From an optimization exercise on the open Yosys and OpenROAD flow, aimed at small area and a short achievable clock period; shortcuts taken in it are not production practice.
RTL that was checked went through simulation tests only; none was proved equivalent to the original.
No activity file was given, so power comes from the tool's default toggle rates.

==> module fx_execute, before the edit <==
module fx_execute (
  input  logic         k_ar,      
  input  logic         k_ceq,
  input  logic         k_cgt,
  input  logic         k_and,
  input  logic         k_or,
  input  logic         k_xor,
  input  logic         k_nand,
  input  logic         is_half,
  input  logic [127:0] p,
  input  logic [127:0] g,
  input  logic [3:0]   ps16,
  output logic [127:0] result
);
  for (genvar w = 0; w < 4; w++) begin : g_word
    logic [31:0] gg [0:5];
    logic [31:0] pp [0:5];
    logic [31:0] c, ps, sum;
    assign gg[0] = g[32*w +: 32];
    assign pp[0] = p[32*w +: 32];
    for (genvar l = 1; l <= 5; l++) begin : g_lv
      for (genvar i = 0; i < 32; i++) begin : g_bit
        if ((i >> (l - 1)) % 2 == 1) begin : g_op
          localparam int J = ((i >> (l - 1)) << (l - 1)) - 1;
          assign gg[l][i] = gg[l-1][i] | (pp[l-1][i] & gg[l-1][J]);
          assign pp[l][i] = pp[l-1][i] & pp[l-1][J];
        end else begin : g_cp
          assign gg[l][i] = gg[l-1][i];
          assign pp[l][i] = pp[l-1][i];
        end
      end
    end
    assign c  = {gg[5][30:0], 1'b0};
    assign ps = {p[32*w+17 +: 15], ps16[w], p[32*w +: 16]};
    assign sum = ps ^ {c[31:17], c[16] & ~is_half, c[15:0]};
    logic ovf_l, ovf_h, sgn_l, sgn_h, eq_l, eq_h;
    assign ovf_l = ~p[32*w+15] & (sum[15] ^ g[32*w+15]);
    assign sgn_l = ovf_l ? g[32*w+15] : sum[15];
    assign ovf_h = ~p[32*w+31] & (sum[31] ^ g[32*w+31]);
    assign sgn_h = ovf_h ? g[32*w+31] : sum[31];
    assign eq_l  = ~|ps[15:0];
    assign eq_h  = ~|ps[31:16];
    logic ovf_lo, sgn_lo, e_lo, e_hi;
    assign ovf_lo = is_half ? ovf_l : ovf_h;
    assign sgn_lo = is_half ? sgn_l : sgn_h;
    assign e_lo   = is_half ? eq_l : (eq_l & eq_h);
    assign e_hi   = is_half ? eq_h : (eq_l & eq_h);
    logic pass_lo, pass_hi, top_lo, rest_lo, top_hi, rest_hi;
    assign pass_lo = k_ar & ~ovf_lo;
    assign pass_hi = k_ar & ~ovf_h;
    assign rest_lo = (k_ar & ovf_lo & ~sgn_lo) | (k_cgt & sgn_lo) | (k_ceq & e_lo);
    assign top_lo  = (k_ar & ovf_lo & (is_half ? sgn_lo : ~sgn_lo)) | (k_cgt & sgn_lo) |
                     (k_ceq & e_lo);
    assign rest_hi = (k_ar & ovf_h & ~sgn_h) | (k_cgt & sgn_h) | (k_ceq & e_hi);
    assign top_hi  = (k_ar & ovf_h & sgn_h) | (k_cgt & sgn_h) | (k_ceq & e_hi);
    logic [31:0] lg, fill, pass;
    assign lg   = ({32{k_and | k_or}} & g[32*w +: 32]) | ({32{k_or | k_xor}} & ps) |
                  ({32{k_nand}} & ~g[32*w +: 32]);
    assign fill = {top_hi, {15{rest_hi}}, top_lo, {15{rest_lo}}};
    assign pass = {{16{pass_hi}}, {16{pass_lo}}};
    assign result[32*w +: 32] = (pass & sum) | fill | lg;
  end
endmodule
==> module simple_fixed, before the edit <==
module simple_fixed (
  input  logic                   clock,
  input  logic                   reset,
  input  logic [2:0]             instr_format,
  input  logic [10:0]            op_code,
  input  logic [6:0]             dest_reg_addr,
  input  logic [127:0]           src_reg_a,
  input  logic [127:0]           src_reg_b,
  input  logic [17:0]            imm_value,
  input  logic                   enable_reg_write,
  input  logic                   branch_is_taken,
  output logic [127:0]           wb_data,
  output logic [6:0]             wb_reg_addr,
  output logic                   wb_enable_reg_write
);
  logic k_add, k_sub, k_ceq, k_cgt, k_and, k_or, k_xor, k_nand;
  logic negate, is_half, is_imm, valid;
  fx_decode i_decode (
    .reset           (reset),
    .instr_format    (instr_format),
    .op_code         (op_code),
    .branch_is_taken (branch_is_taken),
    .k_add (k_add), .k_sub (k_sub), .k_ceq (k_ceq), .k_cgt (k_cgt),
    .k_and (k_and), .k_or (k_or), .k_xor (k_xor), .k_nand (k_nand),
    .negate (negate), .is_half (is_half), .is_imm (is_imm), .valid (valid)
  );
  logic         q_ar, q_ceq, q_cgt, q_and, q_or, q_xor, q_nand, q_half, q_write;
  logic [127:0] q_p, q_g, result;
  logic [3:0]   q_ps16;
  logic [6:0]   q_dest;
  fx_issue_reg i_issue_reg (
    .clock (clock),
    .k_add (k_add), .k_sub (k_sub), .k_ceq (k_ceq), .k_cgt (k_cgt),
    .k_and (k_and), .k_or (k_or), .k_xor (k_xor), .k_nand (k_nand),
    .negate (negate), .is_half (is_half), .is_imm (is_imm),
    .src_a (src_reg_a), .src_b (src_reg_b), .imm (imm_value[9:0]),
    .in_dest  (valid ? dest_reg_addr : 7'd0),
    .in_write (valid & enable_reg_write),
    .q_ar (q_ar), .q_ceq (q_ceq), .q_cgt (q_cgt), .q_and (q_and), .q_or (q_or),
    .q_xor (q_xor), .q_nand (q_nand), .q_half (q_half),
    .q_p (q_p), .q_g (q_g), .q_ps16 (q_ps16),
    .q_dest (q_dest), .q_write (q_write)
  );
  fx_execute i_execute (
    .k_ar (q_ar), .k_ceq (q_ceq), .k_cgt (q_cgt), .k_and (q_and), .k_or (q_or),
    .k_xor (q_xor), .k_nand (q_nand), .is_half (q_half),
    .p (q_p), .g (q_g), .ps16 (q_ps16),
    .result (result)
  );
  always_ff @(posedge clock) begin
    if (reset) begin
      wb_data             <= '0;
      wb_reg_addr         <= '0;
      wb_enable_reg_write <= 1'b0;
    end else begin
      wb_data             <= result;
      wb_reg_addr         <= q_dest;
      wb_enable_reg_write <= q_write;
    end
  end
endmodule
Settings: LEC_CHECK=0, ABC_AREA=1, CAP_MARGIN=20, CORE_MARGIN=2, CORE_UTILIZATION=40, CTS_BUF_LIST=sky130_fd_sc_hd__clkbuf_4 sky130_fd_sc_hd__clkbuf_8, SETUP_SLACK_MARGIN=2.4, SLEW_MARGIN=20; clock period 5.0 ns.
standard.sh (not shown) runs the stock make flow with config.mk's settings and CLKGATE_MAP_FILE= SYNTH_SCRIPT=/design/flow/synth_recipe.tcl, a recipe that flattens the netlist after the stock synthesis.
==> flow/flow/run.sh <==
#!/bin/bash
# The standard layout (standard.sh, unchanged synthesis and steps), except that the port
# buffers are the smallest buffer cell instead of the one buffer_ports picks by default.
# ORFS writes each step's log under orfs/logs/; make's own output goes to make_finish.log.
set -euo pipefail
cd "$(dirname "$0")/.."
bash standard.sh "BUFFER_PORTS_ARGS=-buffer_cell sky130_fd_sc_hd__buf_1" finish > make_finish.log 2>&1
The starting point went through all stages and came out clean.
Next try:
--- a/flow/design.v
+++ b/flow/design.v
@@ -182,11 +182,14 @@
   input  logic         k_nand,
   input  logic         is_half,
   input  logic [127:0] p,
   input  logic [127:0] g,
   input  logic [3:0]   ps16,
-  output logic [127:0] result
+  output logic [127:0] data,
+  output logic [7:0]   pass,
+  output logic [7:0]   top,
+  output logic [7:0]   rest
 );
   for (genvar w = 0; w < 4; w++) begin : g_word
     logic [31:0] gg [0:5];
     logic [31:0] pp [0:5];
     logic [31:0] c, ps, sum;
@@ -217,24 +220,20 @@
     logic ovf_lo, sgn_lo, e_lo, e_hi;
     assign ovf_lo = is_half ? ovf_l : ovf_h;
     assign sgn_lo = is_half ? sgn_l : sgn_h;
     assign e_lo   = is_half ? eq_l : (eq_l & eq_h);
     assign e_hi   = is_half ? eq_h : (eq_l & eq_h);
-    logic pass_lo, pass_hi, top_lo, rest_lo, top_hi, rest_hi;
-    assign pass_lo = k_ar & ~ovf_lo;
-    assign pass_hi = k_ar & ~ovf_h;
-    assign rest_lo = (k_ar & ovf_lo & ~sgn_lo) | (k_cgt & sgn_lo) | (k_ceq & e_lo);
-    assign top_lo  = (k_ar & ovf_lo & (is_half ? sgn_lo : ~sgn_lo)) | (k_cgt & sgn_lo) |
-                     (k_ceq & e_lo);
-    assign rest_hi = (k_ar & ovf_h & ~sgn_h) | (k_cgt & sgn_h) | (k_ceq & e_hi);
-    assign top_hi  = (k_ar & ovf_h & sgn_h) | (k_cgt & sgn_h) | (k_ceq & e_hi);
-    logic [31:0] lg, fill, pass;
-    assign lg   = ({32{k_and | k_or}} & g[32*w +: 32]) | ({32{k_or | k_xor}} & ps) |
-                  ({32{k_nand}} & ~g[32*w +: 32]);
-    assign fill = {top_hi, {15{rest_hi}}, top_lo, {15{rest_lo}}};
-    assign pass = {{16{pass_hi}}, {16{pass_lo}}};
-    assign result[32*w +: 32] = (pass & sum) | fill | lg;
+    assign pass[2*w]   = ~((k_ar & ovf_lo) | k_cgt | k_ceq);
+    assign pass[2*w+1] = ~((k_ar & ovf_h) | k_cgt | k_ceq);
+    assign rest[2*w]   = (k_ar & ovf_lo & ~sgn_lo) | (k_cgt & sgn_lo) | (k_ceq & e_lo);
+    assign top[2*w]    = (k_ar & ovf_lo & (is_half ? sgn_lo : ~sgn_lo)) | (k_cgt & sgn_lo) |
+                         (k_ceq & e_lo);
+    assign rest[2*w+1] = (k_ar & ovf_h & ~sgn_h) | (k_cgt & sgn_h) | (k_ceq & e_hi);
+    assign top[2*w+1]  = (k_ar & ovf_h & sgn_h) | (k_cgt & sgn_h) | (k_ceq & e_hi);
+    assign data[32*w +: 32] = ({32{k_ar}} & sum) |
+                              ({32{k_and | k_or}} & g[32*w +: 32]) | ({32{k_or | k_xor}} & ps) |
+                              ({32{k_nand}} & ~g[32*w +: 32]);
   end
 endmodule
 `timescale 1ns/1ns
 module simple_fixed (
   input  logic                   clock,
@@ -261,11 +260,12 @@
     .k_add (k_add), .k_sub (k_sub), .k_ceq (k_ceq), .k_cgt (k_cgt),
     .k_and (k_and), .k_or (k_or), .k_xor (k_xor), .k_nand (k_nand),
     .negate (negate), .is_half (is_half), .is_imm (is_imm), .valid (valid)
   );
   logic         q_ar, q_ceq, q_cgt, q_and, q_or, q_xor, q_nand, q_half, q_write;
-  logic [127:0] q_p, q_g, result;
+  logic [127:0] q_p, q_g, data, r_data;
+  logic [7:0]   pass, top, rest, r_pass, r_top, r_rest;
   logic [3:0]   q_ps16;
   logic [6:0]   q_dest;
   fx_issue_reg i_issue_reg (
     .clock (clock),
     .k_add (k_add), .k_sub (k_sub), .k_ceq (k_ceq), .k_cgt (k_cgt),
@@ -281,19 +281,28 @@
   );
   fx_execute i_execute (
     .k_ar (q_ar), .k_ceq (q_ceq), .k_cgt (q_cgt), .k_and (q_and), .k_or (q_or),
     .k_xor (q_xor), .k_nand (q_nand), .is_half (q_half),
     .p (q_p), .g (q_g), .ps16 (q_ps16),
-    .result (result)
+    .data (data), .pass (pass), .top (top), .rest (rest)
   );
   always_ff @(posedge clock) begin
+    r_data <= data;
     if (reset) begin
-      wb_data             <= '0;
+      r_pass              <= '0;
+      r_top               <= '0;
+      r_rest              <= '0;
       wb_reg_addr         <= '0;
       wb_enable_reg_write <= 1'b0;
     end else begin
-      wb_data             <= result;
+      r_pass              <= pass;
+      r_top               <= top;
+      r_rest              <= rest;
       wb_reg_addr         <= q_dest;
       wb_enable_reg_write <= q_write;
     end
   end
+  for (genvar j = 0; j < 8; j++) begin : g_out
+    assign wb_data[16*j +: 16] = ({16{r_pass[j]}} & r_data[16*j +: 16]) |
+                                 {r_top[j], {15{r_rest[j]}}};
+  end
 endmodule
Outcome:
- The new run finished with timing, DRC and antenna clean
- worst setup slack degrades by 130 ps
- via count came out higher by 2.7%
- sequential share of layout area came out higher by 1.0 points
- routed wire length came out higher by 0.93%
- hold slack degrades by 14 ps
- flip-flop and latch count came out higher by 24
- non-clock buffer count came out higher by 12
- clock power came out higher by 11%
- power came out higher by 3.0%
- synthesized cell count came out higher by 5.7%
- final cell count came out higher by 5.5%
- combinational power came out lower by 15%
Function not checked in the second run of this note: the RTL went through the layout flow alone.

## separate check: timing with driven ports
Ports are ideal in the flow. The routed layouts listed here were re-timed in OpenROAD. Step 1 assumes that a clkbuf_16 drives the clock port and a buf_2 every other input. Step 2 moves the port delays by t, midway between the first and last clock arrival at a register: inputs arrive t later, outputs are due t later. That takes back most of the time a late clock gives input paths. Three values: ideal ports, drivers, drivers and shift; two values: the first two.
run	t, ns	setup slack, ns	slew at the worst register clock pin (ns)	pins driven straight from the clock port
the first run	0.704	2.588 / 2.595 / 1.910	0.06 / 0.06	1
the second run	0.701	2.454 / 2.401 / 1.774	0.06 / 0.06	1
After both steps every run listed still meets setup and hold. The setup slack of the second run, which loses most, moves by -0.053 ns with the drivers and by -0.680 ns with both steps.
